Source: an optimization exercise on an open RTL-to-GDS flow (aim: small area, a short achievable clock period and few clock cycles). Production flows keep margins and buffers that such runs may drop. Where RTL was checked, it was by simulation tests only, not by an equivalence proof against the original. For run 1, only the layout was checked, not whether the RTL still works. Power figures rest on the tool's default switching activity, not on a simulated workload.

**flow/run.sh**
```bash
#!/bin/bash
# The standard layout, except: adders' carry logic starts from the map in
# flow/lcu.v, the port buffers are the smallest buffer cell, and timing
# repair aims for more setup slack.
set -euo pipefail
here=$(pwd)
bash standard.sh "SYNTH_OPERATIONS_ARGS=-extra-map $here/flow/lcu.v" \
   "BUFFER_PORTS_ARGS=-buffer_cell sky130_fd_sc_hd__buf_1" SETUP_SLACK_MARGIN=7.5 finish > standard.log 2>&1
```
**flow/lcu.v**
```verilog
(* techmap_celltype = "$lcu" *)
module _80_lcu_sklansky (P, G, CI, CO);
	parameter WIDTH = 2;

	(* force_downto *)
	input [WIDTH-1:0] P, G;
	input CI;

	(* force_downto *)
	output [WIDTH-1:0] CO;

	integer i, j;
	(* force_downto *)
	reg [WIDTH-1:0] p, g;

	wire [1023:0] _TECHMAP_DO_ = "proc; opt -fast";

	always @* begin
		p = P;
		g = G;

		// in almost all cases CI will be constant zero
		g[0] = g[0] | (p[0] & CI);

		for (i = 0; i < $clog2(WIDTH); i = i + 1) begin
			// iterate in reverse so we don't confuse a result from this stage and the previous
			for (j = WIDTH - 1; j >= 0; j = j - 1) begin
				if (j & 2**i) begin
					g[j] = g[j] | p[j] & g[(j & ~(2**i - 1)) - 1];
					p[j] = p[j] & p[(j & ~(2**i - 1)) - 1];
				end
			end
		end
	end

	assign CO = g;
endmodule
```
**standard.sh**
```bash
#!/bin/bash
# synth_recipe.tcl (not shown) runs the flow's synth.tcl, then flattens the netlist and writes it again
# the make line also repeats each setting of config.mk as NAME=value (left out here)
make -C /OpenROAD-flow-scripts/flow DESIGN_CONFIG=/design/flow/config.mk WORK_HOME=/design/flow/orfs CLKGATE_MAP_FILE= SYNTH_SCRIPT=/design/flow/synth_recipe.tcl "${@:-finish}"
```
**config.mk**
```make
export PLATFORM = sky130hd
export DESIGN_NAME = chunk_bounds_centroid_reduce
export DESIGN_NICKNAME = chunk_bounds_centroid_reduce
export VERILOG_FILES = /design/flow/design.v
export SDC_FILE = /design/flow/constraint.sdc
export NUM_CORES = 4
export LEC_CHECK = 0
export CAP_MARGIN = 20
export CORE_MARGIN = 2
export CORE_UTILIZATION = 40
export SLEW_MARGIN = 20
```
**constraint.sdc**
```tcl
create_clock -name core_clock -period 13.0 [get_ports {clock}]
set_input_delay 2.6000 -clock core_clock [delete_from_list [all_inputs] [get_ports {clock}]]
set_output_delay 2.6000 -clock core_clock [all_outputs]
set_load 0.01 [all_outputs]
```
**design.v**
```verilog
package cbcr_pkg;
   localparam int CHUNK_LEN_DEF = 256;
   localparam int POS_W     = 32;
   localparam int SCALE_W   = 31;
   localparam int BOX_W     = 34;
   localparam int SIZE_W    = 33;
   localparam int CNT_OUT_W = 9;
   localparam int START_W   = 32;
   localparam int AXES      = 3;
   localparam int DIV_BITS  = 3;
   localparam int DIV_CYC   = (POS_W + DIV_BITS - 1) / DIV_BITS;
   localparam int DIV_STEPS = DIV_CYC * DIV_BITS;
   localparam bit READY_THRU = 1'b1;
   localparam int SIZE_BITS = 3;
   localparam int SIZE_CYC  = (SIZE_W + SIZE_BITS - 1) / SIZE_BITS;
endpackage
module cbcr_div #(
   parameter int REM_W = 8,
   parameter int Q_W   = 32,
   parameter int BITS  = 4
) (
   input  logic [REM_W+Q_W-1:0] word_in,
   input  logic [REM_W:0]       divisor,
   output logic [REM_W+Q_W-1:0] word_out
);
   logic [REM_W-1:0] rem;
   logic [Q_W-1:0]   q;
   logic [REM_W:0]   t;
   logic [REM_W+1:0] diff;
   always_comb begin
      rem = word_in[REM_W+Q_W-1:Q_W];
      q   = word_in[Q_W-1:0];
      for (int i = 0; i < BITS; i++) begin
         t    = {rem, q[Q_W-1]};
         diff = {1'b0, t} - {1'b0, divisor};
         if (!diff[REM_W+1]) begin
            rem = diff[REM_W-1:0];
            q   = {q[Q_W-2:0], 1'b1};
         end else begin
            rem = t[REM_W-1:0];
            q   = {q[Q_W-2:0], 1'b0};
         end
      end
      word_out = {rem, q};
   end
endmodule
module cbcr_ctrl #(
   parameter int DIV_CYC = 16,
   parameter bit READY_THRU = 1'b0,
   parameter int SIZE_CYC = 11
) (
   input  logic clock,
   input  logic reset,
   input  logic req_tvalid,
   output logic req_tready,
   output logic rsp_tvalid,
   input  logic rsp_tready,
   input  logic s1_last,      
   input  logic fill_full,    
   output logic fold,         
   output logic div_step,     
   output logic size_step,    
   output logic xfer          
);
   localparam int STEP_W = (DIV_CYC > 1) ? $clog2(DIV_CYC) : 1;
   logic              s1_v_ff;
   logic              div_ff;
   logic              out_ff;
   logic [STEP_W-1:0] step_ff;
   logic              close;
   logic              step_last;
   assign fold       = s1_v_ff;
   assign close      = s1_v_ff && (s1_last || fill_full);
   assign div_step   = div_ff;
   assign size_step  = div_ff && (step_ff < STEP_W'(SIZE_CYC));
   assign step_last  = (step_ff == STEP_W'(DIV_CYC - 1));
   assign xfer       = out_ff && rsp_tready;
   assign rsp_tvalid = out_ff;
   assign req_tready = out_ff ? (READY_THRU && rsp_tready) : (!div_ff && !close);
   always_ff @(posedge clock) begin
      if (reset) begin
         s1_v_ff <= 1'b0;
         div_ff  <= 1'b0;
         out_ff  <= 1'b0;
         step_ff <= '0;
      end else begin
         s1_v_ff <= req_tvalid && req_tready;
         if (close) div_ff <= 1'b1;
         else if (div_ff && step_last) div_ff <= 1'b0;
         if (div_ff && step_last) out_ff <= 1'b1;
         else if (rsp_tready) out_ff <= 1'b0;
         step_ff <= div_ff ? step_ff + STEP_W'(1) : '0;
      end
   end
endmodule
module cbcr_datapath #(
   parameter int CHUNK_LEN = cbcr_pkg::CHUNK_LEN_DEF,
   parameter int DIV_BITS  = cbcr_pkg::DIV_BITS
) (
   input  logic         clock,
   input  logic         reset,
   input  logic [191:0] req_tdata,
   input  logic         req_tlast,
   input  logic         fold,
   input  logic         div_step,
   input  logic         size_step,
   input  logic         xfer,
   output logic         s1_last,
   output logic         fill_full,
   output logic [375:0] rsp_tdata
);
   localparam int POS_W   = cbcr_pkg::POS_W;
   localparam int SCALE_W = cbcr_pkg::SCALE_W;
   localparam int BOX_W   = cbcr_pkg::BOX_W;
   localparam int SIZE_W  = cbcr_pkg::SIZE_W;
   localparam int START_W = cbcr_pkg::START_W;
   localparam int AXES    = cbcr_pkg::AXES;
   localparam int CNT_W   = $clog2(CHUNK_LEN + 1);
   localparam int REM_W   = CNT_W - 1;
   localparam int ACC_W   = POS_W + REM_W;
   localparam int STEPS   = cbcr_pkg::DIV_STEPS;
   localparam int SUM_W   = STEPS + REM_W;
   localparam int BND_W   = BOX_W - 1;
   logic [POS_W-1:0]   p_ff [AXES];
   logic [SCALE_W-1:0] r_ff;
   logic               last_ff;
   logic [SCALE_W-1:0] sx, sy, sz, radius;
   logic [SUM_W-1:0]   sum_ff [AXES];
   logic [BND_W-1:0]   lo_ff  [AXES];
   logic [BND_W-1:0]   hi_ff  [AXES];
   logic [SCALE_W-1:0] peak_ff;
   logic [CNT_W-1:0]   fill_ff;
   logic [START_W-1:0] start_ff;
   logic               first;
   logic [SUM_W-1:0]   sum_in [AXES];
   logic [SUM_W-1:0]   div_out [AXES];
   logic [BND_W-1:0]   lo_c   [AXES];
   logic [BND_W-1:0]   hi_c   [AXES];
   logic               lo_take [AXES];
   logic               hi_take [AXES];
   localparam int SB = cbcr_pkg::SIZE_BITS;
   logic [SB-1:0]      size_bits  [AXES];
   logic               borrow_out [AXES];
   logic               borrow_ff  [AXES];
   logic [POS_W-1:0]   center [AXES];
   logic [SIZE_W-1:0]  size   [AXES];
   assign sx = req_tdata[126:96];
   assign sy = req_tdata[157:127];
   assign sz = req_tdata[188:158];
   always_comb begin
      logic xy, xz, yz;
      xy = sx >= sy;
      xz = sx >= sz;
      yz = sy >= sz;
      if (xy && xz)      radius = sx;
      else if (!xy && yz) radius = sy;
      else               radius = sz;
   end
   always_ff @(posedge clock) begin
      for (int k = 0; k < AXES; k++) p_ff[k] <= req_tdata[32*k +: 32];
      r_ff    <= radius;
      last_ff <= req_tlast;
   end
   assign s1_last   = last_ff;
   assign fill_full = (fill_ff == CNT_W'(CHUNK_LEN - 1));
   assign first     = (fill_ff == '0);
   for (genvar g = 0; g < AXES; g++) begin : g_axis
      cbcr_div #(
         .REM_W (REM_W),
         .Q_W   (STEPS),
         .BITS  (DIV_BITS)
      ) u_div (
         .word_in  (sum_ff[g]),
         .divisor  (fill_ff),
         .word_out (div_out[g])
      );
      always_comb begin
         logic [BND_W-1:0] pe, re;
         logic [ACC_W-1:0] acc;
         acc = (first ? ACC_W'(0) : sum_ff[g][ACC_W-1:0])
             + ACC_W'({~p_ff[g][POS_W-1], p_ff[g][POS_W-2:0]});
         sum_in[g] = SUM_W'(acc);
         pe   = BND_W'($signed(p_ff[g]));
         re   = BND_W'(r_ff);
         lo_c[g] = pe - re;
         hi_c[g] = pe + re;
         lo_take[g] = first || $signed(lo_c[g]) < $signed(lo_ff[g]);
         hi_take[g] = first || $signed(hi_c[g]) > $signed(hi_ff[g]);
      end
      always_comb begin
         logic [SB:0] d;
         d = {1'b0, hi_ff[g][SB-1:0]} - {1'b0, lo_ff[g][SB-1:0]} - (SB+1)'(borrow_ff[g]);
         size_bits[g]  = d[SB-1:0];
         borrow_out[g] = d[SB];
      end
      always_ff @(posedge clock) begin
         if (fold) begin
            sum_ff[g] <= sum_in[g];
         end else if (div_step) begin
            sum_ff[g] <= div_out[g];
         end
         if (size_step) begin
            lo_ff[g] <= {lo_ff[g][SB-1:0], lo_ff[g][BND_W-1:SB]};
            hi_ff[g] <= {size_bits[g], hi_ff[g][BND_W-1:SB]};
         end else if (fold) begin
            if (lo_take[g]) lo_ff[g] <= lo_c[g];
            if (hi_take[g]) hi_ff[g] <= hi_c[g];
         end
         borrow_ff[g] <= size_step && borrow_out[g];
      end
      always_comb begin
         logic [POS_W-1:0] q;
         logic             up;
         q  = sum_ff[g][POS_W-1:0];
         up = !q[POS_W-1] && (sum_ff[g][SUM_W-1:STEPS] != '0);
         center[g] = {~q[POS_W-1], q[POS_W-2:0]} + POS_W'(up);
         size[g]   = SIZE_W'(hi_ff[g]);
      end
   end
   always_ff @(posedge clock) begin
      if (fold) peak_ff <= (first || r_ff > peak_ff) ? r_ff : peak_ff;
   end
   always_ff @(posedge clock) begin
      if (reset) begin
         fill_ff  <= '0;
         start_ff <= '0;
      end else if (xfer) begin
         fill_ff  <= '0;
         start_ff <= start_ff + START_W'(fill_ff);
      end else if (fold) begin
         fill_ff  <= fill_ff + CNT_W'(1);
      end
   end
   assign rsp_tdata = {7'b0000000,
                       size[2], size[1], size[0],
                       lo_ff[2][BND_W-1], lo_ff[2], lo_ff[1][BND_W-1], lo_ff[1],
                       lo_ff[0][BND_W-1], lo_ff[0],
                       peak_ff,
                       center[2], center[1], center[0],
                       fill_ff, start_ff};
endmodule
module chunk_bounds_centroid_reduce #(
   parameter int CHUNK_LEN = cbcr_pkg::CHUNK_LEN_DEF
) (
   input  logic         clock,
   input  logic         reset,
   input  logic         req_tvalid,
   output logic         req_tready,
   input  logic [191:0] req_tdata,
   input  logic         req_tlast,
   output logic         rsp_tvalid,
   input  logic         rsp_tready,
   output logic [375:0] rsp_tdata
);
   localparam int DIV_CYC = cbcr_pkg::DIV_CYC;
   logic s1_last, fill_full, fold, div_step, size_step, xfer;
   cbcr_ctrl #(
      .DIV_CYC    (DIV_CYC),
      .READY_THRU (cbcr_pkg::READY_THRU),
      .SIZE_CYC   (cbcr_pkg::SIZE_CYC)
   ) u_ctrl (
      .clock      (clock),
      .reset      (reset),
      .req_tvalid (req_tvalid),
      .req_tready (req_tready),
      .rsp_tvalid (rsp_tvalid),
      .rsp_tready (rsp_tready),
      .s1_last    (s1_last),
      .fill_full  (fill_full),
      .fold       (fold),
      .div_step   (div_step),
      .size_step  (size_step),
      .xfer       (xfer)
   );
   cbcr_datapath #(
      .CHUNK_LEN (CHUNK_LEN),
      .DIV_BITS  (cbcr_pkg::DIV_BITS)
   ) u_datapath (
      .clock     (clock),
      .reset     (reset),
      .req_tdata (req_tdata),
      .req_tlast (req_tlast),
      .fold      (fold),
      .div_step  (div_step),
      .size_step (size_step),
      .xfer      (xfer),
      .s1_last   (s1_last),
      .fill_full (fill_full),
      .rsp_tdata (rsp_tdata)
   );
endmodule
```
==> results of run 1 <==
-- kinds of logic after synthesis --
kind of cell / Yosys count / share of synthesized area
AND/OR/NAND/NOR: 1156 / 0.125
AO/OA/AOI/OAI: 1029 / 0.143
adder cells (fa/ha/maj): 790 / 0.238
buffers and inverters: 655 / 0.0570
flip-flops: 531 / 0.318
XOR/XNOR: 375 / 0.0739
multiplexers: 184 / 0.0450
other: 1 / 0.0000844
-- state kept, by name, summed over array words and instances, names as in the netlist --
| register | cells |
|---|---|
| u_datapath.sum_ff | 123 |
| u_datapath.hi_ff | 99 |
| u_datapath.lo_ff | 99 |
| u_datapath.p_ff | 96 |
| u_datapath.start_ff | 32 |
| u_datapath.peak_ff | 31 |
| u_datapath.r_ff | 31 |
| u_datapath.fill_ff | 9 |
| u_ctrl.step_ff | 4 |
| u_datapath.borrow_ff | 3 |
| u_ctrl.div_ff | 1 |
| u_ctrl.out_ff | 1 |
| u_ctrl.s1_v_ff | 1 |
| u_datapath.last_ff | 1 |
-- routing by layer --
layer,vias to the layer above,global-route usage,wire length (microns)
met4,8,0.126,8260
met5,-,0,58
met2,1386,0.432,72500
li1,18400,-,-
met3,300,0.0483,12900
met1,18700,0.367,68600
-- path summary, 6_finish.rpt --
path | start | to
min reg2reg | u_ctrl.step_ff[0] | u_ctrl.step_ff[0]
max reg2reg | u_datapath.fill_ff[0] | u_datapath.sum_ff[0][40]
max | u_datapath.sum_ff[0][33] | rsp_tdata[68]
min | u_ctrl.step_ff[0] | u_ctrl.step_ff[0]
-- stage by stage --
step,worst slack (ns),hold WS [ns]
2_1_floorplan,7.06,0.417
3_3_place_gp,5.56,0.428
3_5_place_dp,5.54,0.442
4_1_cts,6.71,0.454
5_1_grt,6.63,0.473
6_report,6.78,0.450
-- synth_stat cells, types with 69 or more instances --
cell type	count	area [sq um]
nand2_1	274	1030
inv_1	506	1900
a21oi_1	384	1920
nand3_1	69	345
ha_1	699	8750
xnor2_1	243	2130
nand2b_1	74	463
edfxtp_1	349	10500
and2_1	96	601
mux2_2	125	1410
dfxtp_1	182	3640
clkbuf_1	105	394
nor2_1	357	1340
fa_1	91	1820
o21ai_0	231	1160
a21o_1	138	1040
nand4_1	75	469
xor2_1	132	1160
-- cell type report --
cell class | count | area [sq um] | area share
multi-input combinational | 3560 | 31200 | 0.542
sequential | 531 | 14200 | 0.246
timing repair buffer | 963 | 5930 | 0.103
clock buffer | 107 | 2200 | 0.0382
inverter | 512 | 2020 | 0.0351
tap | 1488 | 1860 | 0.0323
clock inverter | 22 | 164 | 0.00285
antenna | 2 | 5.00 | 0.0000869
-- repair_timing --
action,CTS,global route
setup endpoints to repair,347,323
pin swaps,202,204
gates cloned,22,3
gates resized for setup,558,262
buffers inserted,237,108
-- power by group --
| part | total [mW] | switching, mW | internal (mW) |
|---|---|---|---|
| Sequential | 2.56 | 0.273 | 2.28 |
| Clock | 2.01 | 0.819 | 1.19 |
| Combinational | 8.80 | 4.63 | 4.17 |
| Total | 13.4 | 5.72 | 7.64 |
==> flow_summary_export.csv, run 1 <==
group,metric,value,unit
status,status,"timing/DRC/antenna clean",
sta,fmaxAchievable,0.161,GHz
critical_path,critPathSlowestCell,"edfxtp_1",
synthesis,synth-main-ff-cell,"edfxtp_1",
drt,num_vias,38800,
critical_path,ff2ff_setup_slack,7.01,ns
cts,postCtsHoldBufs,0,
critical_path,cp_max_fo,3,
critical_path,worstSetupPathType,"reg -> out",
final_layout,layout_common_cells,"641 x ha_1, 507 x buf_1, 478 x inv_1",
sta,finalSetupViolations,0,
floorplan,die_width,337,microns
critical_path,crit_arrival,3.62,ns
synthesis,async_reset_ff_frac,0,
critical_path,cp_cell_sequence,"nor4_2 > a21oi_1 > ha_2 > ha_4 > nand3_4 > nor3_4 > and3_4 > and2_4 > nand4_1 > nor3_4 > and3_4 > and2_4 > buf_4 > nand2_4 > xnor2_2 > buf_4",
power_and_ir_drop,irDropWorstVdd,325,uV
sta,drv_slew,0,
power_and_ir_drop,power_per_cell_area,232,nW/um^2
place,dp.cells,6684,
final_layout,drive_gt1_frac,0.214,
cts,clkSinkCount,531,
cts,cts_tree,"done",
final_layout,fin_cells,7185,
synthesis,ys_seq_area_frac,0.318,
drt,antenna_left,0,
sta,fin_crit,6.22,ns
floorplan,dieArea,114000,sq um
critical_path,cp-end-kind,"primary output",
synthesis,synth_area,44400,sq um
cts,path_clk_slew,0.07,ns
sta,hold_viol,0,
grt,overflow,0,
synthesis,ys_types,87,
sta,tns,0,ns
drt,drt_iter0_drc,3172,
hold_path,worst_hold_path.num_cells,1,
floorplan,core_area,110000,sq um
critical_path,max_stage_delay,0.39,ns
cts,cts_made_buffers,70,
floorplan,rows,122,
power_and_ir_drop,power,13.4,mW
critical_path,critical_path_required,10.40,ns
drt,wire_per_inst,22.6,microns
drt,drcViolationCount,0,
grt,grt_use_total,0.274,
hold_path,hold_class,"reg -> reg",
critical_path,r2r_cells,35,
synthesis,synthCells,4721,
critical_path,crit_family,"simple AND/OR/NAND/NOR gates",
sta,rsz0062_at_grt,"yes",
final_layout,areaGrowthSynthToFinish,29.6,%
sta,timing.slew.headroom,0.245,
place,place_area,48500,sq um
sta,worst_pin_slew,1.13,ns
cts,clk_path_buf_depth,3,
place,place.gp.congestion,0.940,
grt,grt_pass1_wl,232,mm
cts,cts_htree_levels,3,
final_layout,utilization,0.522,
place,io_buffers,564,
final_layout,layout.cells.most_common,"ha_1",
synthesis,synth_warnings,32,
critical_path,setup.worst_path.start_class,"flop",
drt,via_per_inst,5.40,
power_and_ir_drop,p_leak,25.5,nW
synthesis,postSynthAreaPerCell,9.41,sq um
grt,antenna_found_initial,11,
sta,fin_worst_skew,0.0412,ns
final_layout,layout.nets,6625,
floorplan,start_util,0.403,
drt,wl,162,mm
cts,clock_latency,0.68,ns
run,cap_violations,0,
critical_path,cp_num_buf_inv,2,
place,dp_hpwl,122,mm
floorplan,ioPinCount,575,
final_layout,finalInstanceArea,57600,sq um
grt,grt_pass1_vias,37100,
sta,finalCritPeriodShare,0.479,
floorplan,die_h,337,microns
grt,grt_max_degree,131,
synthesis,synth_edf_count,349,
cts,root_buffer,"clkbuf_16",
synthesis,ys_ff_latch,531,
drt,drt_pass1_iterations,6,
final_layout,fillers,10000,
critical_path,cp.depth,16,
==> run 2, diff against run 1 <==
--- a/design.v
+++ b/design.v
@@ -7,10 +7,10 @@
    localparam int CNT_OUT_W = 9;
    localparam int START_W   = 32;
    localparam int AXES      = 3;
-   localparam int DIV_BITS  = 3;
+   localparam int DIV_BITS  = 2;
    localparam int DIV_CYC   = (POS_W + DIV_BITS - 1) / DIV_BITS;
    localparam int DIV_STEPS = DIV_CYC * DIV_BITS;
-   localparam bit READY_THRU = 1'b1;
+   localparam bit READY_THRU = 1'b0;
    localparam int SIZE_BITS = 3;
    localparam int SIZE_CYC  = (SIZE_W + SIZE_BITS - 1) / SIZE_BITS;
 endpackage
@@ -59,10 +59,11 @@
    input  logic fill_full,    
    output logic fold,         
    output logic div_step,     
+   output logic fix,          
    output logic size_step,    
    output logic xfer          
 );
-   localparam int STEP_W = (DIV_CYC > 1) ? $clog2(DIV_CYC) : 1;
+   localparam int STEP_W = $clog2(DIV_CYC + 1);
    logic              s1_v_ff;
    logic              div_ff;
    logic              out_ff;
@@ -71,9 +72,10 @@
    logic              step_last;
    assign fold       = s1_v_ff;
    assign close      = s1_v_ff && (s1_last || fill_full);
-   assign div_step   = div_ff;
+   assign div_step   = div_ff && !step_last;
+   assign fix        = div_ff && step_last;
    assign size_step  = div_ff && (step_ff < STEP_W'(SIZE_CYC));
-   assign step_last  = (step_ff == STEP_W'(DIV_CYC - 1));
+   assign step_last  = (step_ff == STEP_W'(DIV_CYC));
    assign xfer       = out_ff && rsp_tready;
    assign rsp_tvalid = out_ff;
    assign req_tready = out_ff ? (READY_THRU && rsp_tready) : (!div_ff && !close);
@@ -103,6 +105,7 @@
    input  logic         req_tlast,
    input  logic         fold,
    input  logic         div_step,
+   input  logic         fix,
    input  logic         size_step,
    input  logic         xfer,
    output logic         s1_last,
@@ -177,8 +180,12 @@
       always_comb begin
          logic [BND_W-1:0] pe, re;
          logic [ACC_W-1:0] acc;
-         acc = (first ? ACC_W'(0) : sum_ff[g][ACC_W-1:0])
-             + ACC_W'({~p_ff[g][POS_W-1], p_ff[g][POS_W-2:0]});
+         logic [POS_W-1:0] q;
+         logic             up, lsb;
+         q   = sum_ff[g][POS_W-1:0];
+         up  = fix && !q[POS_W-1] && (sum_ff[g][SUM_W-1:STEPS] != '0);
+         {acc, lsb} = {(first ? ACC_W'(0) : sum_ff[g][ACC_W-1:0]), up}
+                    + {ACC_W'({~p_ff[g][POS_W-1], p_ff[g][POS_W-2:0]} & {POS_W{fold}}), up};
          sum_in[g] = SUM_W'(acc);
          pe   = BND_W'($signed(p_ff[g]));
          re   = BND_W'(r_ff);
@@ -194,7 +201,7 @@
          borrow_out[g] = d[SB];
       end
       always_ff @(posedge clock) begin
-         if (fold) begin
+         if (fold || fix) begin
             sum_ff[g] <= sum_in[g];
          end else if (div_step) begin
             sum_ff[g] <= div_out[g];
@@ -209,11 +216,7 @@
          borrow_ff[g] <= size_step && borrow_out[g];
       end
       always_comb begin
-         logic [POS_W-1:0] q;
-         logic             up;
-         q  = sum_ff[g][POS_W-1:0];
-         up = !q[POS_W-1] && (sum_ff[g][SUM_W-1:STEPS] != '0);
-         center[g] = {~q[POS_W-1], q[POS_W-2:0]} + POS_W'(up);
+         center[g] = {~sum_ff[g][POS_W-1], sum_ff[g][POS_W-2:0]};
          size[g]   = SIZE_W'(hi_ff[g]);
       end
    end
@@ -253,7 +256,7 @@
    output logic [375:0] rsp_tdata
 );
    localparam int DIV_CYC = cbcr_pkg::DIV_CYC;
-   logic s1_last, fill_full, fold, div_step, size_step, xfer;
+   logic s1_last, fill_full, fold, div_step, fix, size_step, xfer;
    cbcr_ctrl #(
       .DIV_CYC    (DIV_CYC),
       .READY_THRU (cbcr_pkg::READY_THRU),
@@ -269,6 +272,7 @@
       .fill_full  (fill_full),
       .fold       (fold),
       .div_step   (div_step),
+      .fix        (fix),
       .size_step  (size_step),
       .xfer       (xfer)
    );
@@ -282,6 +286,7 @@
       .req_tlast (req_tlast),
       .fold      (fold),
       .div_step  (div_step),
+      .fix       (fix),
       .size_step (size_step),
       .xfer      (xfer),
       .s1_last   (s1_last),
--- a/flow/run.sh
+++ b/flow/run.sh
@@ -5,4 +5,4 @@
 set -euo pipefail
 here=$(pwd)
 bash standard.sh "SYNTH_OPERATIONS_ARGS=-extra-map $here/flow/lcu.v" \
-   "BUFFER_PORTS_ARGS=-buffer_cell sky130_fd_sc_hd__buf_1" SETUP_SLACK_MARGIN=7.5 finish > standard.log 2>&1
+   "BUFFER_PORTS_ARGS=-buffer_cell sky130_fd_sc_hd__buf_1" SETUP_SLACK_MARGIN=8 finish > standard.log 2>&1
==> run 2 against run 1 <==
Net effect:
- still clean on timing, DRC and antenna
- die area shrank 0.69%
- sequential share of layout area grew 2.0 points
- total power shrank 32%
- area after synthesis shrank 0.70%
- cell area shrank 7.8%
- sequential power shrank 3%
- critical path type is now reg -> reg
- critical endpoint is now u_datapath.hi_ff[0][28]
==> flow_summary_export.csv, run 2 <==
group,metric,value,unit
floorplan,die_width,336,microns
final_layout,reg.largest.list,"u_datapath.sum_ff (120), u_datapath.hi_ff (99), u_datapath.lo_ff (99)",
final_layout,layout.nets,6327,
cts,cts_tree,"done",
power_and_ir_drop,p_leak,23.4,nW
run,cap_violations,0,
final_layout,fillers,10300,
cts,postCtsHoldBufs,0,
grt,antenna_found_initial,26,
critical_path,setup.worst_path.start_class,"flop",
sta,fin_crit,5.62,ns
critical_path,worstSetupPathType,"reg -> reg",
place,io_buffers,564,
final_layout,drive_gt1_frac,0.128,
final_layout,finalInstanceArea,53100,sq um
place,place.gp.congestion,0.952,
cts,cts_made_buffers,68,
status,status,"timing/DRC/antenna clean",
synthesis,ys_types,89,
drt,drt_pass1_iterations,6,
critical_path,critical_path_required,13.35,ns
final_layout,layout_common_cells,"620 x ha_1, 563 x buf_1, 489 x inv_1",
cts,clk_path_buf_depth,3,
synthesis,synth_edf_count,349,
power_and_ir_drop,power_per_cell_area,172,nW/um^2
synthesis,synth_warnings,32,
sta,layout_setup_ws,7.38,ns
drt,drcViolationCount,0,
grt,grt_max_degree,99,
final_layout,multi_input_area,28800,sq um
critical_path,max_stage_delay,0.52,ns
sta,rsz0062_at_grt,"yes",
sta,hold_viol,0,
cts,path_clk_slew,0.06,ns
synthesis,synth.most_common_cell,"ha_1",
power_and_ir_drop,power_frac_comb,0.512,
grt,overflow,0,
grt,grt_pass1_wl,225,mm
synthesis,synth_area_leader_cell,"edfxtp_1",
final_layout,areaGrowthSynthToFinish,20.3,%
sta,worst_pin_slew,1.15,ns
power_and_ir_drop,p_sw_frac,0.414,
place,dp_hpwl,120,mm
synthesis,synth-main-ff-cell,"edfxtp_1",
synthesis,synth_common_cells,"654 x ha_1, 509 x inv_1, 365 x a21oi_1, 349 x edfxtp_1, 343 x nor2_1",
synthesis,synth_top_cell_area_share,0.238,
sta,fmaxAchievable,0.178,GHz
critical_path,cp-end-kind,"flop",
floorplan,dieArea,113000,sq um
drt,via_per_inst,5.41,
critical_path,cpMostUsedCell,"o21ai_2",
final_layout,utilization,0.486,
sta,timing.slew.headroom,0.230,
sta,finalSetupViolations,0,
critical_path,crit_arrival,5.97,ns
place,pre_cts_ws,6.48,ns
synthesis,ys_ff_latch,529,
sta,tns,0,ns
floorplan,rows,121,
cts,clock_latency,0.67,ns
critical_path,cp_max_fo,8,
cts,cts_htree_levels,3,
sta,drv_slew,0,
cts,clkSinkCount,529,
sta,finalCritPeriodShare,0.433,
place,place_area,47200,sq um
synthesis,synthCells,4788,
floorplan,ioPinCount,575,
power_and_ir_drop,seqPwrFrac,0.272,
floorplan,core_area,109000,sq um
final_layout,layout.cells.most_common,"ha_1",
power_and_ir_drop,power.internal,5.35,mW
synthesis,synth_area,44100,sq um
power_and_ir_drop,irDropWorstVdd,125,uV
synthesis,async_reset_ff_frac,0,
final_layout,regMostFlops,"u_datapath.sum_ff",
drt,antenna_left,0,
grt,grt_use_total,0.267,
drt,num_vias,37500,
final_layout,layout.area.seq,14100,sq um
drt,wire_per_inst,22.5,microns
sta,fin_worst_skew,0.0366,ns
synthesis,postSynthAreaPerCell,9.21,sq um
synthesis,netlist_top_cells_area,"edfxtp_1 24%, ha_1 19%, dfxtp_1 8.2%, inv_1 4.3%, a21oi_1 4.1%",
hold_path,hold_class,"reg -> reg",
grt,grt_pass1_vias,35500,
critical_path,critPathSlowestCell,"or4_4",
power_and_ir_drop,switchingPower,3.78,mW
drt,wl,156,mm
drt,drt_iter0_drc,3110,
final_layout,largest_reg_flops,120,
floorplan,die_h,336,microns
synthesis,ys_seq_area_frac,0.319,
cts,root_buffer,"clkbuf_16",
power_and_ir_drop,clkPwrFrac,0.216,
power_and_ir_drop,power,9.14,mW
floorplan,start_util,0.404,
-- run 2: layout make-up --
type                    instances  share of cell area
well taps                    1476              0.0348
clock inverters                28             0.00490
clock buffers                  98              0.0385
multi-input cells            3513               0.543
flip-flops and latches        529               0.266
inverters                     510              0.0370
diodes                         15            0.000707
repair buffers                769              0.0751
-- run 2: worst max-delay path: cells and delay by family, from the launching register on --
| family | cells | cell delay (ns) |
|---|---|---|
| DFF | 1 | 0.43 |
| buffers and inverters | 5 | 0.61 |
| AOI/OAI and AO/OA | 10 | 1.85 |
| xor gates and xnor gates | 1 | 0.18 |
| adders and majority gates | 4 | 1.08 |
| and+or+nand+nor | 8 | 1.17 |
-- run 2: routing by layer --
metal,vias to the layer above,global-route usage,part of all wire
met5,-,0,0.00047
met1,18000,0.359,0.43
li1,17800,-,-
met3,314,0.0479,0.078
met4,10,0.131,0.054
met2,1404,0.411,0.44
-- run 2: power groups by stage --
| stage | clock (mW) | combinational [mW] | sequential, mW |
|---|---|---|---|
| final | 1.97 | 4.68 | 2.48 |
| after global routing | 2.06 | 5.18 | 2.51 |
| after CTS | 2.00 | 4.36 | 2.48 |
| after detailed placement | 0 | 4.01 | 2.51 |
| after global placement | 0 | 3.95 | 2.51 |
| after floorplan | 0 | 2.89 | 2.45 |
-- run 2: logic make-up (layout without fill, tap and decap cells) --
logic type,Yosys count,in the layout,share of synthesized area
other,1,22,0.0000850
adder cells (fa/ha/maj),739,739,0.224
buffers and inverters,775,1405,0.0754
XOR/XNOR,277,277,0.0552
flip-flops,529,529,0.319
AND/OR/NAND/NOR,1240,1261,0.137
AO/OA/AOI/OAI,1069,1071,0.152
multiplexers,158,158,0.0372
-- run 2: path summary, 6_finish.rpt --
| path | slack, ns | endpoint | cells after the start | start |
|---|---|---|---|---|
| hold reg to reg | 0.45 | u_ctrl.step_ff[0] | 1 | u_ctrl.step_ff[0] |
| setup / recovery | 7.38 | u_datapath.hi_ff[0][28] | 28 | u_datapath.r_ff[0] |
| hold / removal | 0.45 | u_ctrl.step_ff[0] | 1 | u_ctrl.step_ff[0] |
| setup reg to reg | 7.38 | u_datapath.hi_ff[0][28] | 28 | u_datapath.r_ff[0] |
-- run 2: metrics by stage --
step	hold WS (ns)	instances
after floorplan	0.417	4794
after global placement	0.434	6618
after detailed placement	0.444	6618
after CTS	0.452	6871
after global routing	0.505	6936
final	0.453	6938
-- run 2: what timing repair did --
action                                  CTS  global route
setup buffers                           105            49
endpoints found under the setup margin  296           261
gates resized for setup                 295           126
pin swaps                                88           147
gates cloned                             22             3
endpoints found under the hold margin     0             0
Testbench counts of run 2, summed over its fixed seeds: cycles 79,926.
==> run 3, diff against run 2 <==
--- a/config.mk
+++ b/config.mk
@@ -9,3 +9,4 @@
 export CORE_MARGIN = 2
 export CORE_UTILIZATION = 40
 export SLEW_MARGIN = 20
+export TNS_END_PERCENT = 5
==> run 3 against run 2 <==
Net effect:
- total power shrank 3.2%
- worst hold slack lost 0.0042 ns
- cell area shrank 2.4%
- cell count shrank 1.1%
- largest cell class unchanged
- largest power group unchanged
==> flow_summary_export.csv, run 3 <==
group,metric,value,unit
power_and_ir_drop,seqPwrFrac,0.280,
cts,clkSinkCount,529,
sta,worst_pin_slew,1.14,ns
grt,grt_max_degree,214,
synthesis,synth_area_leader_cell,"edfxtp_1",
synthesis,synthCells,4788,
place,pre_cts_ws,6.30,ns
sta,tns,0,ns
final_layout,layout.cells.most_common,"ha_1",
final_layout,finalInstanceArea,51800,sq um
critical_path,cp-startpoint,"u_datapath.r_ff[8]",
final_layout,drive_gt1_frac,0.103,
synthesis,synth_warnings,32,
critical_path,cp_max_fo,9,
final_layout,layout_common_cells,"627 x ha_1, 563 x buf_1, 493 x inv_1",
grt,overflow,0,
hold_path,hold_class,"reg -> reg",
drt,wire_per_inst,22.2,microns
drt,wl,152,mm
floorplan,core_area,109000,sq um
critical_path,worstSetupPathType,"reg -> reg",
sta,drv_slew,0,
power_and_ir_drop,clkPwrFrac,0.217,
place,io_buffers,564,
synthesis,ys_types,89,
sta,fin_crit,5.55,ns
power_and_ir_drop,power_per_cell_area,171,nW/um^2
place,dp.cells,6617,
drt,antenna_left,0,
final_layout,utilization,0.474,
power_and_ir_drop,power_frac_comb,0.503,
critical_path,max_stage_delay,0.57,ns
synthesis,synth_area,44100,sq um
power_and_ir_drop,p_sw_frac,0.418,
final_layout,fillers,10600,
grt,grt_pass1_wl,220,mm
cts,cts_htree_levels,3,
power_and_ir_drop,p_leak,22.9,nW
place,place.gp.congestion,0.962,
critical_path,cpMostUsedCell,"o21ai_2",
grt,grt_use_total,0.261,
grt,antenna_found_initial,22,
final_layout,fin_cells,6863,
critical_path,setup.worst_path.start_class,"flop",
cts,clk_path_buf_depth,3,
hold_path,min_from,"u_ctrl.step_ff[0]",
cts,postCtsHoldBufs,0,
power_and_ir_drop,power,8.85,mW
drt,drcViolationCount,0,
synthesis,synth_edf_count,349,
sta,fin_worst_skew,0.0339,ns
place,dp_hpwl,120,mm
synthesis,ys_seq_area_frac,0.319,
final_layout,layout.nets,6255,
synthesis,synth-main-ff-cell,"edfxtp_1",
final_layout,regMostFlops,"u_datapath.sum_ff",
floorplan,dieArea,113000,sq um
synthesis,synth_top_cell_area_share,0.238,
cts,path_clk_slew,0.06,ns
drt,num_vias,37000,
sta,rsz0062_at_grt,"yes",
synthesis,netlist_top_cells_area,"edfxtp_1 24%, ha_1 19%, dfxtp_1 8.2%, inv_1 4.3%, a21oi_1 4.1%",
synthesis,synth_common_cells,"654 x ha_1, 509 x inv_1, 365 x a21oi_1, 349 x edfxtp_1, 343 x nor2_1",
sta,hold_ws,0.449,ns
drt,drt_pass1_iterations,6,
cts,root_buffer,"clkbuf_16",
run,cap_violations,0,
drt,drt_iter0_drc,2937,
final_layout,areaGrowthSynthToFinish,17.4,%
critical_path,cp-end-kind,"flop",
critical_path,r2r_start,"u_datapath.r_ff[8]",
synthesis,async_reset_ff_frac,0,
cts,cts_tree,"done",
grt,grt_pass1_vias,34700,
sta,timing.slew.headroom,0.238,
critical_path,critPathSlowestCell,"or4_4",
synthesis,postSynthAreaPerCell,9.21,sq um
cts,clock_latency,0.67,ns
power_and_ir_drop,irDropWorstVdd,150,uV
synthesis,ys_ff_latch,529,
sta,finalSetupViolations,0,
floorplan,start_util,0.404,
sta,hold_viol,0,
floorplan,die_h,336,microns
floorplan,ioPinCount,575,
power_and_ir_drop,power.internal,5.15,mW
synthesis,synth.most_common_cell,"ha_1",
final_layout,largest_reg_flops,120,
critical_path,critical_path_required,13.36,ns
floorplan,rows,121,
sta,layout_setup_ws,7.45,ns
power_and_ir_drop,switchingPower,3.70,mW
floorplan,die_width,336,microns
status,status,"timing/DRC/antenna clean",
sta,finalCritPeriodShare,0.427,
sta,fmaxAchievable,0.180,GHz
place,place_area,47200,sq um
drt,via_per_inst,5.39,
final_layout,reg.largest.list,"u_datapath.sum_ff (120), u_datapath.hi_ff (99), u_datapath.lo_ff (99)",
critical_path,crit_arrival,5.92,ns
cts,cts_made_buffers,68,
-- run 3: cell count changes in the layout (fill, tap and decap cells not counted), sizes merged, moves of 3 or more --
cell    previous run  this run
diode             15        12
nand2            354       347
clkbuf            99        90
buf              768       706
inv              505       508
clkinv            16        22
-- run 3: layer usage --
metal / track usage / vias up / routed length (microns)
li1: - / 17700 / -
met1: 0.356 / 17700 / 66000
met2: 0.410 / 1327 / 68600
met3: 0.0422 / 252 / 11200
met4: 0.108 / 0 / 6680
met5: 0 / - / 0
-- run 3: power by group through the flow --
stage          clock network [mW]  logic [mW]  registers, mW
3_5_place_dp                    0        4.03           2.51
4_1_cts                      1.96        4.28           2.48
5_1_grt                      2.02        4.94           2.51
2_1_floorplan                   0        2.89           2.45
3_3_place_gp                    0        3.94           2.50
6_report                     1.92        4.45           2.48
-- run 3: final timing paths --
check / endpoint / slack (ns) / cells after the start
max: u_datapath.hi_ff[0][20] / 7.45 / 29
min: u_ctrl.step_ff[0] / 0.45 / 1
max reg2reg: u_datapath.hi_ff[0][20] / 7.45 / 29
min reg2reg: u_ctrl.step_ff[0] / 0.45 / 1
-- run 3: timing repair --
action,in CTS,in global routing
buffers inserted,60,31
endpoints found under the setup margin,294,286
pin swaps,85,54
gates resized for setup,208,75
cloned,16,0
endpoints found under the hold margin,0,0
-- run 3: final cells by class --
type                            instances  area, sq um  share of cell area
Antenna cell                           12         30.0            0.000580
Clock inverter                         36          333             0.00643
Multi-Input combinational cell       3504        28200               0.544
Tap cell                             1476         1850              0.0357
Inverter                              510         1960              0.0379
Sequential cell                       529        14100               0.272
Timing Repair Buffer                  706         3420              0.0661
Clock buffer                           90         1910              0.0368
-- run 3: logic make-up (layout without fill, tap and decap cells) --
logic type,after synthesis,count (layout),synth area share
and+or+nand+nor,1240,1254,0.137
AOI/OAI and AO/OA,1069,1069,0.152
buffers and inverters,775,1342,0.0754
adders and majority gates,739,739,0.224
DFF,529,529,0.319
xor gates and xnor gates,277,277,0.0552
muxes,158,158,0.0372
other,1,19,0.0000850
-- run 3: critical path: cells and delay by family (launching register included) --
| kind | cells | cell delay [ns] |
|---|---|---|
| compound gates | 12 | 1.79 |
| xor+xnor | 1 | 0.19 |
| fa+ha+maj | 3 | 0.84 |
| buf+inv | 5 | 0.74 |
| flops | 1 | 0.29 |
| simple gates | 8 | 1.41 |
==> run 4, diff against run 3 <==
--- a/config.mk
+++ b/config.mk
@@ -7,6 +7,7 @@
 export LEC_CHECK = 0
 export CAP_MARGIN = 20
 export CORE_MARGIN = 2
-export CORE_UTILIZATION = 40
+export CORE_UTILIZATION = 60
+export PLACE_DENSITY = 0.8
 export SLEW_MARGIN = 20
 export TNS_END_PERCENT = 5
==> run 4 against run 3 <==
Net effect:
- still clean
- worst setup slack worse by 0.033 ns
- cell area decreased by 1.9%
- first-iteration DRC count is 36% higher
- clock skew fell by 0.015 ns
- combinational power barely moved
- worst hold slack better by 0.0067 ns
- critical path depth shrank 4
- global-route usage up 10 points
- register-to-register slack worse by 0.03 ns
- critical path type unchanged
- critical endpoint is now u_datapath.hi_ff[0][30]
- largest cell class unchanged
==> flow_summary_export.csv, run 4 <==
group,metric,value,unit
power_and_ir_drop,clkPwrFrac,0.207,
cts,root_buffer,"clkbuf_16",
power_and_ir_drop,power.internal,5.10,mW
cts,path_clk_slew,0.06,ns
drt,antenna_left,0,
power_and_ir_drop,p_leak,22.7,nW
synthesis,synth_area,44100,sq um
power_and_ir_drop,seqPwrFrac,0.285,
synthesis,synth_common_cells,"654 x ha_1, 509 x inv_1, 365 x a21oi_1, 349 x edfxtp_1, 343 x nor2_1",
critical_path,critical_path_required,13.33,ns
critical_path,crit_arrival,5.92,ns
cts,postCtsHoldBufs,0,
final_layout,layout.nets,6234,
place,place_area,46500,sq um
sta,hold_viol,0,
synthesis,postSynthAreaPerCell,9.21,sq um
cts,cts_htree_levels,2,
sta,fmaxAchievable,0.179,GHz
final_layout,reg.largest.list,"u_datapath.sum_ff (120), u_datapath.hi_ff (99), u_datapath.lo_ff (99)",
grt,grt_pass1_vias,35300,
final_layout,layout.cells.most_common,"ha_1",
critical_path,setup.worst_path.start_class,"flop",
synthesis,ys_seq_area_frac,0.319,
drt,num_vias,38300,
critical_path,cp_max_fo,8,
run,cap_violations,0,
drt,drt_iter0_drc,4002,
cts,cts_made_buffers,59,
place,place.gp.congestion,0.994,
sta,timing.slew.headroom,0.256,
final_layout,finalInstanceArea,50800,sq um
synthesis,ys_types,89,
grt,grt_pass1_wl,208,mm
grt,overflow,0,
synthesis,synth_edf_count,349,
place,dp_hpwl,109,mm
synthesis,async_reset_ff_frac,0,
critical_path,cp-end-kind,"flop",
grt,grtUsageMet2,0.561,
grt,grtUsageMet3,0.0817,
floorplan,rows,99,
grt,antenna_found_initial,32,
drt,via_per_inst,6.05,
drt,drt_pass1_iterations,6,
drt,drcViolationCount,0,
final_layout,regMostFlops,"u_datapath.sum_ff",
synthesis,synth.most_common_cell,"ha_1",
floorplan,die_width,275,microns
synthesis,synth-main-ff-cell,"edfxtp_1",
floorplan,core_area,72800,sq um
floorplan,die_h,275,microns
grt,grt_util_met1,0.476,
final_layout,drive_gt1_frac,0.0965,
power_and_ir_drop,switchingPower,3.63,mW
cts,clock_latency,0.64,ns
sta,drv_slew,0,
grt,grt_max_degree,178,
sta,finalCritPeriodShare,0.430,
sta,fin_worst_skew,0.0194,ns
cts,clkSinkCount,529,
final_layout,layout_common_cells,"628 x ha_1, 564 x buf_1, 499 x inv_1",
grt,grt_busiest_layer,"met2",
sta,tns,0,ns
synthesis,ys_ff_latch,529,
final_layout,areaGrowthSynthToFinish,15.1,%
status,status,"timing/DRC/antenna clean",
synthesis,synth_warnings,32,
sta,worst_pin_slew,1.12,ns
hold_path,hold_class,"reg -> reg",
critical_path,worstSetupPathType,"reg -> reg",
floorplan,ioPinCount,575,
synthesis,synth_top_cell_area_share,0.238,
place,io_buffers,564,
power_and_ir_drop,power_frac_comb,0.508,
cts,cts_tree,"done",
grt,grt_use_total,0.363,
power_and_ir_drop,power_per_cell_area,172,nW/um^2
sta,rsz0062_at_grt,"yes",
synthesis,synth_area_leader_cell,"edfxtp_1",
drt,wl,144,mm
sta,fin_crit,5.59,ns
power_and_ir_drop,p_sw_frac,0.416,
power_and_ir_drop,irDropWorstVdd,180,uV
cts,clk_path_buf_depth,3,
synthesis,netlist_top_cells_area,"edfxtp_1 24%, ha_1 19%, dfxtp_1 8.2%, inv_1 4.3%, a21oi_1 4.1%",
floorplan,dieArea,75700,sq um
floorplan,start_util,0.606,
sta,finalSetupViolations,0,
drt,wire_per_inst,22.7,microns
synthesis,synthCells,4788,
final_layout,largest_reg_flops,120,
==> run 4: cell counts after synthesis <==
Identical to the previous run, type by type.
==> run 4: final cells by class <==
class / instances / area (sq um)
Antenna cell: 27 / 67.6
Timing Repair Buffer: 690 / 3230
Clock inverter: 25 / 230
Multi-Input combinational cell: 3508 / 28100
Fill cell: 5524 / 22100
Sequential cell: 529 / 14100
Clock buffer: 87 / 1860
Tap cell: 959 / 1200
Inverter: 510 / 1940
==> run 4: metal layers <==
metal | vias to the layer above | routed length (microns)
li1 | 17600 | -
met1 | 18200 | 55500
met4 | 4 | 8640
met2 | 2114 | 63600
met3 | 427 | 15800
met5 | - | 31
==> run 4: logic make-up (layout without fill, tap and decap cells) <==
family / after synthesis / in the layout / synth area share
compound gates: 1069 / 1069 / 0.152
mux: 158 / 158 / 0.0372
simple gates: 1240 / 1258 / 0.137
other cells: 1 / 34 / 0.0000850
fa+ha+maj: 739 / 739 / 0.224
buf+inv: 775 / 1312 / 0.0754
xor+xnor: 277 / 277 / 0.0552
flops: 529 / 529 / 0.319
==> run 4: per-stage QoR <==
| step | hold slack (ns) | std cells | setup slack, ns | util | total power [mW] |
|---|---|---|---|---|---|
| after floorplan | 0.417 | 4794 | 7.91 | - | 5.34 |
| after CTS | 0.448 | 6292 | 7.60 | 0.691 | 8.53 |
| after global placement | 0.430 | 6094 | 6.65 | 0.638 | 6.33 |
| final | 0.455 | 6335 | 7.41 | 0.697 | 8.73 |
| after global routing | 0.477 | 6326 | 7.21 | 0.697 | 9.25 |
| after detailed placement | 0.439 | 6094 | 6.48 | 0.638 | 6.49 |
==> run 4: worst max-delay path, cell delays in order (launching register included) <==
cell and delay [ns]:
dfxtp_1 0.33, buf_6 0.17, clkinvlp_4 0.15, ha_4 0.28
nor4b_2 0.18, nor3_1 0.24, nand3b_1 0.16, or4_4 0.48
a21oi_4 0.23, o211ai_1 0.17, nand4_1 0.21, a21oi_4 0.11
o21ba_4 0.25, xnor2_2 0.12, ha_1 0.32, nand4_1 0.07
or2_4 0.26, nor3_4 0.22, nand2_1 0.09, nor2_2 0.16
a2111oi_4 0.08, fa_2 0.42, a31oi_4 0.16, o21ai_2 0.07
buf_6 0.21, nand2_8 0.13
==> run 4: path summary, 6_finish.rpt <==
| check | start | end | slack (ns) | depth (start not counted) |
|---|---|---|---|---|
| setup / recovery | u_datapath.r_ff[5] | u_datapath.hi_ff[0][30] | 7.41 | 25 |
| hold / removal | u_ctrl.step_ff[0] | u_ctrl.step_ff[0] | 0.46 | 1 |
| setup reg to reg | u_datapath.r_ff[5] | u_datapath.hi_ff[0][30] | 7.41 | 25 |
| hold reg to reg | u_ctrl.step_ff[0] | u_ctrl.step_ff[0] | 0.46 | 1 |
==> run 4: what timing repair did <==
action                     4_1_cts  5_1_grt
gates cloned                    19        0
setup endpoints to repair      284      276
buffers inserted                67       16
resized for setup              201       47
pin swaps                       75       55
==> run 4: power groups by stage <==
| stage | Clock (mW) | Sequential (mW) | Combinational, mW |
|---|---|---|---|
| 6_report | 1.81 | 2.49 | 4.43 |
| 5_1_grt | 1.88 | 2.51 | 4.87 |
| 4_1_cts | 1.81 | 2.48 | 4.25 |
| 3_5_place_dp | 0 | 2.50 | 3.98 |
| 3_3_place_gp | 0 | 2.50 | 3.84 |
| 2_1_floorplan | 0 | 2.45 | 2.89 |
==> run 5, diff against run 4 <==
--- a/config.mk
+++ b/config.mk
@@ -8,6 +8,8 @@
 export CAP_MARGIN = 20
 export CORE_MARGIN = 2
 export CORE_UTILIZATION = 60
+export CTS_CLUSTER_DIAMETER = 60
+export CTS_CLUSTER_SIZE = 25
 export PLACE_DENSITY = 0.8
 export SLEW_MARGIN = 20
 export TNS_END_PERCENT = 5
==> run 5 against run 4 <==
Net effect:
- sequential share of layout area is 0.098 points higher
- flip-flop and latch count stayed put
- register-to-register slack worse by 0.04 ns
- critical path type unchanged
- critical endpoint is now u_datapath.hi_ff[0][14]
==> flow_summary_export.csv, run 5 <==
group,metric,value,unit
status,status,"timing/DRC/antenna clean",
critical_path,r2r-end,"u_datapath.hi_ff[0][14]",
critical_path,cp_num_buf_inv,3,
cts,path_clk_slew,0.09,ns
place,place_area,46500,sq um
cts,root_buffer,"clkbuf_16",
synthesis,synth_top_cell_area_share,0.238,
power_and_ir_drop,switchingPower,3.70,mW
cts,clk_path_buf_depth,3,
hold_path,worst_hold_path.num_cells,1,
synthesis,postSynthAreaPerCell,9.21,sq um
final_layout,largest_reg_flops,120,
synthesis,ys_ff_latch,529,
hold_path,hold_class,"reg -> reg",
critical_path,cp_max_fo,8,
place,io_buffers,564,
floorplan,start_util,0.606,
grt,grt_use_total,0.362,
final_layout,fin_cells,6321,
critical_path,ff2ff_setup_slack,7.37,ns
synthesis,ys_types,89,
sta,worst_pin_slew,1.18,ns
sta,fin_worst_skew,0.0385,ns
synthesis,synth.most_common_cell,"ha_1",
synthesis,netlist_top_cells_area,"edfxtp_1 24%, ha_1 19%, dfxtp_1 8.2%, inv_1 4.3%, a21oi_1 4.1%",
synthesis,synth-main-ff-cell,"edfxtp_1",
drt,wl,144,mm
place,dp.cells,6094,
power_and_ir_drop,power_frac_comb,0.526,
final_layout,fillers,5601,
power_and_ir_drop,power,8.55,mW
final_layout,reg.largest.list,"u_datapath.sum_ff (120), u_datapath.hi_ff (99), u_datapath.lo_ff (99)",
synthesis,async_reset_ff_frac,0,
final_layout,layout_common_cells,"626 x ha_1, 564 x buf_1, 496 x inv_1",
power_and_ir_drop,power_per_cell_area,169,nW/um^2
synthesis,synth_common_cells,"654 x ha_1, 509 x inv_1, 365 x a21oi_1, 349 x edfxtp_1, 343 x nor2_1",
sta,tns,0,ns
critical_path,cp-end-kind,"flop",
sta,fmaxAchievable,0.178,GHz
synthesis,synthCells,4788,
sta,timing.slew.headroom,0.211,
place,pre_cts_ws,6.48,ns
sta,fin_crit,5.63,ns
floorplan,core_area,72800,sq um
synthesis,synth_area,44100,sq um
cts,cts_made_buffers,46,
floorplan,rows,99,
critical_path,r2r_cells,26,
critical_path,crit_arrival,5.95,ns
power_and_ir_drop,p_leak,22.6,nW
sta,finalSetupViolations,0,
drt,drt_iter0_drc,3941,
grt,grt_pass1_wl,208,mm
floorplan,die_h,275,microns
synthesis,synth_edf_count,349,
synthesis,synth_warnings,32,
place,place.gp.congestion,0.994,
critical_path,setup.worst_path.start_class,"flop",
final_layout,layout.cells.most_common,"ha_1",
grt,grt_pass1_vias,35500,
critical_path,max_stage_delay,0.52,ns
critical_path,critical_path_required,13.32,ns
cts,clkSinkCount,529,
grt,antenna_found_initial,28,
drt,drcViolationCount,0,
sta,rsz0062_at_grt,"yes",
sta,drv_slew,0,
floorplan,die_width,275,microns
synthesis,ys_seq_area_frac,0.319,
drt,antenna_left,0,
final_layout,finalInstanceArea,50600,sq um
sta,hold_viol,0,
critical_path,crit_family,"simple AND/OR/NAND/NOR gates",
grt,grt_max_degree,178,
sta,hold_ws,0.459,ns
run,cap_violations,0,
cts,cts_htree_levels,2,
final_layout,utilization,0.695,
hold_path,min_to,"u_ctrl.step_ff[0]",
floorplan,dieArea,75700,sq um
drt,via_per_inst,6.07,
cts,cts_tree,"done",
place,dp_hpwl,109,mm
final_layout,layout.area.seq,14100,sq um
final_layout,areaGrowthSynthToFinish,14.7,%
floorplan,ioPinCount,575,
power_and_ir_drop,clkPwrFrac,0.183,
critical_path,cp.depth,26,
final_layout,regMostFlops,"u_datapath.sum_ff",
synthesis,synth_area_leader_cell,"edfxtp_1",
final_layout,layout.nets,6239,
critical_path,critPathSlowestCell,"or4_4",
drt,num_vias,38400,
power_and_ir_drop,p_sw_frac,0.433,
sta,finalCritPeriodShare,0.433,
cts,clock_latency,0.64,ns
sta,layout_setup_ws,7.37,ns
final_layout,drive_gt1_frac,0.100,
power_and_ir_drop,seqPwrFrac,0.291,
drt,wire_per_inst,22.7,microns
power_and_ir_drop,power.internal,4.84,mW
final_layout,multi_input_area,28200,sq um
drt,drt_pass1_iterations,8,
critical_path,r2r_start,"u_datapath.r_ff[0]",
hold_path,min_from,"u_ctrl.step_ff[0]",
power_and_ir_drop,irDropWorstVdd,131,uV
critical_path,worstSetupPathType,"reg -> reg",
grt,overflow,0,
==> run 5: cell counts after synthesis <==
No cell type changed its count.
==> run 5: kinds of logic after synthesis <==
kind of cell / after synthesis / synth area share
simple gates: 1240 / 0.137
compound gates: 1069 / 0.152
buf+inv: 775 / 0.0754
fa+ha+maj: 739 / 0.224
flops: 529 / 0.319
xor+xnor: 277 / 0.0552
mux: 158 / 0.0372
other cells: 1 / 0.0000850
==> run 5: cell type report <==
cell class	instances	share of cell area
antenna	21	0.00104
clock buffer	49	0.0236
clock inverter	37	0.00991
inverter	510	0.0386
sequential	529	0.279
tap	959	0.0237
timing repair buffer	707	0.0665
multi-input combinational	3509	0.558
==> run 5: worst register-to-register path, stage by stage, from the launching register on <==
cell	delay [ns]
dfxtp_4	0.49
ha_4	0.18
inv_2	0.03
fa_2	0.36
nor2_4	0.12
o311a_4	0.20
nor2_4	0.05
or4_4	0.52
a21oi_4	0.24
buf_6	0.13
o211ai_1	0.14
nand4_1	0.21
a21oi_4	0.10
o21ba_4	0.25
xnor2_2	0.12
ha_1	0.32
nand4_1	0.08
or2_4	0.26
nor3_4	0.20
nand2_1	0.09
nor2_2	0.16
a2111oi_4	0.08
fa_2	0.40
a31oi_2	0.17
o21ai_2	0.09
buf_12	0.21
nand2_8	0.13
==> run 5: metal layers <==
metal  up-vias  track usage  routed length [microns]
met5         -            0                        0
met4         0        0.205                     9210
met3       458       0.0674                    15600
met2      2109        0.551                    63100
met1     18100        0.484                    55700
li1      17600            -                        -
==> run 5: worst max path at each step <==
stage / start / endpoint / slack [ns]
final: u_datapath.r_ff[0] / u_datapath.hi_ff[0][14] / 7.37
after global routing: u_datapath.r_ff[9] / u_datapath.hi_ff[0][14] / 7.11
after CTS: u_datapath.r_ff[0] / u_datapath.hi_ff[0][14] / 7.59
after detailed placement: u_datapath.p_ff[2][0] / u_datapath.hi_ff[2][23] / 6.48
after global placement: u_datapath.p_ff[2][0] / u_datapath.hi_ff[2][28] / 6.65
after floorplan: u_datapath.r_ff[14] / u_datapath.hi_ff[0][0] / 7.91
==> run 5: power by group through the flow <==
stage	clock network, mW	logic [mW]	registers [mW]
floorplan	0	2.89	2.45
global placement	0	3.84	2.50
detailed placement	0	3.98	2.50
CTS	1.57	4.24	2.47
global route	1.63	4.93	2.51
finish	1.56	4.49	2.49
==> run 5: what timing repair did <==
action                                  4_1_cts  5_1_grt
hold buffers                                  0        0
endpoints found under the setup margin      286      282
pin swaps                                   100       62
setup buffers                                69       30
gates resized for setup                     213       68
gates cloned                                 20        0
==> run 6, diff against run 5 <==
--- a/config.mk
+++ b/config.mk
@@ -7,9 +7,7 @@
 export LEC_CHECK = 0
 export CAP_MARGIN = 20
 export CORE_MARGIN = 2
-export CORE_UTILIZATION = 60
-export CTS_CLUSTER_DIAMETER = 60
-export CTS_CLUSTER_SIZE = 25
-export PLACE_DENSITY = 0.8
+export CORE_UTILIZATION = 40
+export CTS_BUF_LIST = sky130_fd_sc_hd__clkbuf_4 sky130_fd_sc_hd__clkbuf_8
 export SLEW_MARGIN = 20
-export TNS_END_PERCENT = 5
+export TNS_END_PERCENT = 0
==> run 6 against run 5 <==
Net effect:
- first-iteration DRC count decreased by 21%
- die area grew 49%
- via count decreased by 3.2%
- flip-flop and latch count is the same
- fmax grew 0.53%
- synthesized cell count stayed put
- critical path type unchanged
==> flow_summary_export.csv, run 6 <==
group,metric,value,unit
status,status,"timing/DRC/antenna clean",
place,dp_hpwl,120,mm
final_layout,largest_reg_flops,120,
drt,num_vias,37100,
critical_path,cp-end-kind,"flop",
place,place_area,47200,sq um
drt,drt_iter0_drc,3104,
run,cap_violations,0,
floorplan,die_h,336,microns
synthesis,async_reset_ff_frac,0,
sta,hold_ws,0.449,ns
final_layout,reg.largest.list,"u_datapath.sum_ff (120), u_datapath.hi_ff (99), u_datapath.lo_ff (99)",
sta,worst_pin_slew,1.14,ns
cts,cts_htree_levels,3,
power_and_ir_drop,irDropWorstVdd,133,uV
cts,cts_tree,"done",
final_layout,areaGrowthSynthToFinish,16.6,%
grt,overflow,0,
final_layout,layout_common_cells,"637 x ha_1, 563 x buf_1, 502 x inv_1",
power_and_ir_drop,power.internal,5.10,mW
drt,wire_per_inst,22.2,microns
power_and_ir_drop,power,8.77,mW
synthesis,synth_top_cell_area_share,0.238,
final_layout,regMostFlops,"u_datapath.sum_ff",
hold_path,min_from,"u_ctrl.step_ff[0]",
cts,cts_made_buffers,97,
critical_path,setup.worst_path.start_class,"flop",
place,place.gp.congestion,0.942,
place,io_buffers,564,
cts,root_buffer,"clkbuf_8",
sta,fmaxAchievable,0.179,GHz
critical_path,critical_path_required,13.54,ns
synthesis,netlist_top_cells_area,"edfxtp_1 24%, ha_1 19%, dfxtp_1 8.2%, inv_1 4.3%, a21oi_1 4.1%",
cts,postCtsHoldBufs,0,
power_and_ir_drop,clkPwrFrac,0.216,
final_layout,drive_gt1_frac,0.106,
floorplan,core_area,109000,sq um
synthesis,ys_seq_area_frac,0.319,
synthesis,synth.most_common_cell,"ha_1",
sta,fin_crit,5.60,ns
floorplan,ioPinCount,575,
synthesis,synth_edf_count,349,
sta,timing.slew.headroom,0.237,
critical_path,crit_arrival,6.14,ns
cts,path_clk_slew,0.06,ns
critical_path,cp-startpoint,"u_datapath.r_ff[17]",
floorplan,dieArea,113000,sq um
power_and_ir_drop,switchingPower,3.66,mW
sta,rsz0062_at_grt,"yes",
critical_path,r2r_start,"u_datapath.r_ff[17]",
drt,via_per_inst,5.37,
final_layout,fillers,10600,
grt,grt_pass1_wl,221,mm
sta,drv_slew,0,
synthesis,ys_ff_latch,529,
drt,wl,153,mm
place,pre_cts_ws,6.26,ns
synthesis,synth_warnings,32,
floorplan,start_util,0.404,
final_layout,finalInstanceArea,51400,sq um
power_and_ir_drop,power_frac_comb,0.501,
critical_path,r2r-end,"u_datapath.hi_ff[1][24]",
critical_path,worstSetupPathType,"reg -> reg",
critical_path,cp_max_fo,7,
final_layout,layout.cells.most_common,"ha_1",
drt,drcViolationCount,0,
critical_path,endpoint,"u_datapath.hi_ff[1][24]",
synthesis,synth-main-ff-cell,"edfxtp_1",
cts,clk_path_buf_depth,3,
synthesis,synth_area_leader_cell,"edfxtp_1",
critical_path,ff2ff_setup_slack,7.40,ns
floorplan,rows,121,
cts,clkSinkCount,529,
cts,clock_latency,0.83,ns
power_and_ir_drop,power_per_cell_area,170,nW/um^2
critical_path,r2r_cells,26,
grt,grt_max_degree,167,
floorplan,die_width,336,microns
power_and_ir_drop,p_sw_frac,0.418,
sta,hold_viol,0,
sta,layout_setup_ws,7.40,ns
synthesis,synth_area,44100,sq um
sta,finalCritPeriodShare,0.431,
grt,antenna_found_initial,24,
grt,grt_pass1_vias,35100,
synthesis,synthCells,4788,
synthesis,postSynthAreaPerCell,9.21,sq um
power_and_ir_drop,p_leak,22.9,nW
sta,finalSetupViolations,0,
final_layout,layout.nets,6269,
power_and_ir_drop,seqPwrFrac,0.283,
hold_path,hold_class,"reg -> reg",
sta,fin_worst_skew,0.0740,ns
grt,grt_use_total,0.262,
sta,tns,0,ns
synthesis,synth_common_cells,"654 x ha_1, 509 x inv_1, 365 x a21oi_1, 349 x edfxtp_1, 343 x nor2_1",
drt,drt_pass1_iterations,6,
drt,antenna_left,0,
synthesis,ys_types,89,
run 6: cell counts after synthesis:
No cell type changed its count.
run 6: critical path: stages, from the launching register on:
cell and delay, ns:
dfxtp_1 0.31, buf_4 0.18, inv_1 0.17, ha_1 0.52
inv_1 0.11, a21oi_1 0.14, nor2_1 0.07, o31ai_1 0.31
a2bb2oi_1 0.15, a221o_1 0.36, a221oi_4 0.35, buf_4 0.18
xor2_1 0.25, ha_1 0.30, a21o_1 0.17, a21oi_1 0.14
nor2b_1 0.06, o21ai_0 0.14, nand2b_1 0.07, a21oi_1 0.18
o31ai_2 0.10, a21oi_1 0.19, fa_1 0.24, a31oi_2 0.05
o21ai_2 0.27, nand2_2 0.12, buf_4 0.24
run 6: timing repair:
| action | in CTS | in global routing |
|---|---|---|
| gates resized for setup | 131 | 91 |
| setup buffers | 42 | 34 |
| setup endpoints to repair | 286 | 273 |
| pin swaps | 57 | 72 |
| gates cloned | 16 | 0 |
run 6: logic make-up (layout without fill, tap and decap cells):
logic type	count (synthesis)	in the layout	share of synthesized area
buf+inv	775	1384	0.0754
flops	529	529	0.319
other cells	1	23	0.0000850
compound gates	1069	1069	0.152
mux	158	158	0.0372
xor+xnor	277	277	0.0552
fa+ha+maj	739	739	0.224
simple gates	1240	1255	0.137
run 6: cell type report:
| class | count | area (sq um) | area share |
|---|---|---|---|
| Multi-Input combinational cell | 3505 | 28000 | 0.543 |
| Tap cell | 1476 | 1850 | 0.0359 |
| Clock inverter | 35 | 408 | 0.00793 |
| Sequential cell | 529 | 14100 | 0.274 |
| Timing Repair Buffer | 690 | 3290 | 0.0639 |
| Antenna cell | 16 | 40.0 | 0.000778 |
| Inverter | 510 | 1940 | 0.0377 |
| Clock buffer | 149 | 1860 | 0.0362 |
run 6: power groups by stage:
stage                     Combinational (mW)  Clock [mW]  Sequential, mW
after CTS                               4.22        1.93            2.47
after detailed placement                4.04           0            2.51
after global placement                  3.95           0            2.50
final                                   4.39        1.89            2.48
after floorplan                         2.89           0            2.45
after global routing                    4.88        1.99            2.51
run 6: through the flow:
stage / utilization / cells
final: 0.471 / 6910
after global routing: 0.471 / 6904
after CTS: 0.464 / 6860
after detailed placement: 0.432 / 6618
after global placement: 0.432 / 6618
after floorplan: - / 4794
run 6: routing by layer:
| layer | vias to the layer above | track usage | wire length [microns] |
|---|---|---|---|
| met4 | 0 | 0.104 | 6730 |
| met2 | 1345 | 0.410 | 68300 |
| met1 | 17800 | 0.354 | 66400 |
| li1 | 17700 | - | - |
| met5 | - | 0 | 0 |
| met3 | 292 | 0.0498 | 11600 |
run 6: worst min-delay path by stage:
| stage | endpoint | slack (ns) | cells after the start |
|---|---|---|---|
| floorplan | u_ctrl.step_ff[0] | 0.42 | 1 |
| global placement | u_ctrl.step_ff[0] | 0.43 | 1 |
| detailed placement | u_ctrl.step_ff[0] | 0.44 | 1 |
| CTS | u_ctrl.step_ff[0] | 0.45 | 1 |
| global route | u_ctrl.step_ff[0] | 0.48 | 1 |
| finish | u_ctrl.step_ff[0] | 0.45 | 1 |

-- static timing again, ports no longer ideal --
No port has a modelled driver above. Below, the same layouts with a new extraction and two added sets of constraints.
Step 1, drivers: a clkbuf_16 drives clock and a buf_2 each remaining input, both assumed.
Step 2 moves the port delays by t, midway between the first and last clock arrival at a register: inputs arrive t later, outputs are due t later. That takes back most of the time a late clock gives input paths.
Slacks: ideal / step 1 / step 2; pairs: ideal / step 1.
| run | shift t [ns] | setup WS [ns] | hold slack, ns | worst setup path at the end |
|---|---|---|---|---|
| run 1 | 0.729 | 6.777 / 6.703 / 7.014 | 0.450 / 0.450 / 0.450 | register to register |
| run 2 | 0.712 | 7.377 / 7.377 / 7.377 | 0.453 / 0.453 / 0.453 | register to register |
| run 3 | 0.716 | 7.446 / 7.446 / 7.003 | 0.449 / 0.449 / 0.449 | input to register |
| run 4 | 0.696 | 7.413 / 7.413 / 6.977 | 0.455 / 0.455 / 0.455 | input to register |
| run 5 | 0.684 | 7.370 / 7.370 / 6.988 | 0.459 / 0.459 / 0.459 | input to register |
| run 6 | 0.857 | 7.399 / 7.399 / 6.744 | 0.449 / 0.449 / 0.449 | input to register |
After both steps every run listed still meets setup and hold. For run 6, which loses most, drivers alone change the setup slack by 0.000 ns; drivers and shift together by -0.655 ns.
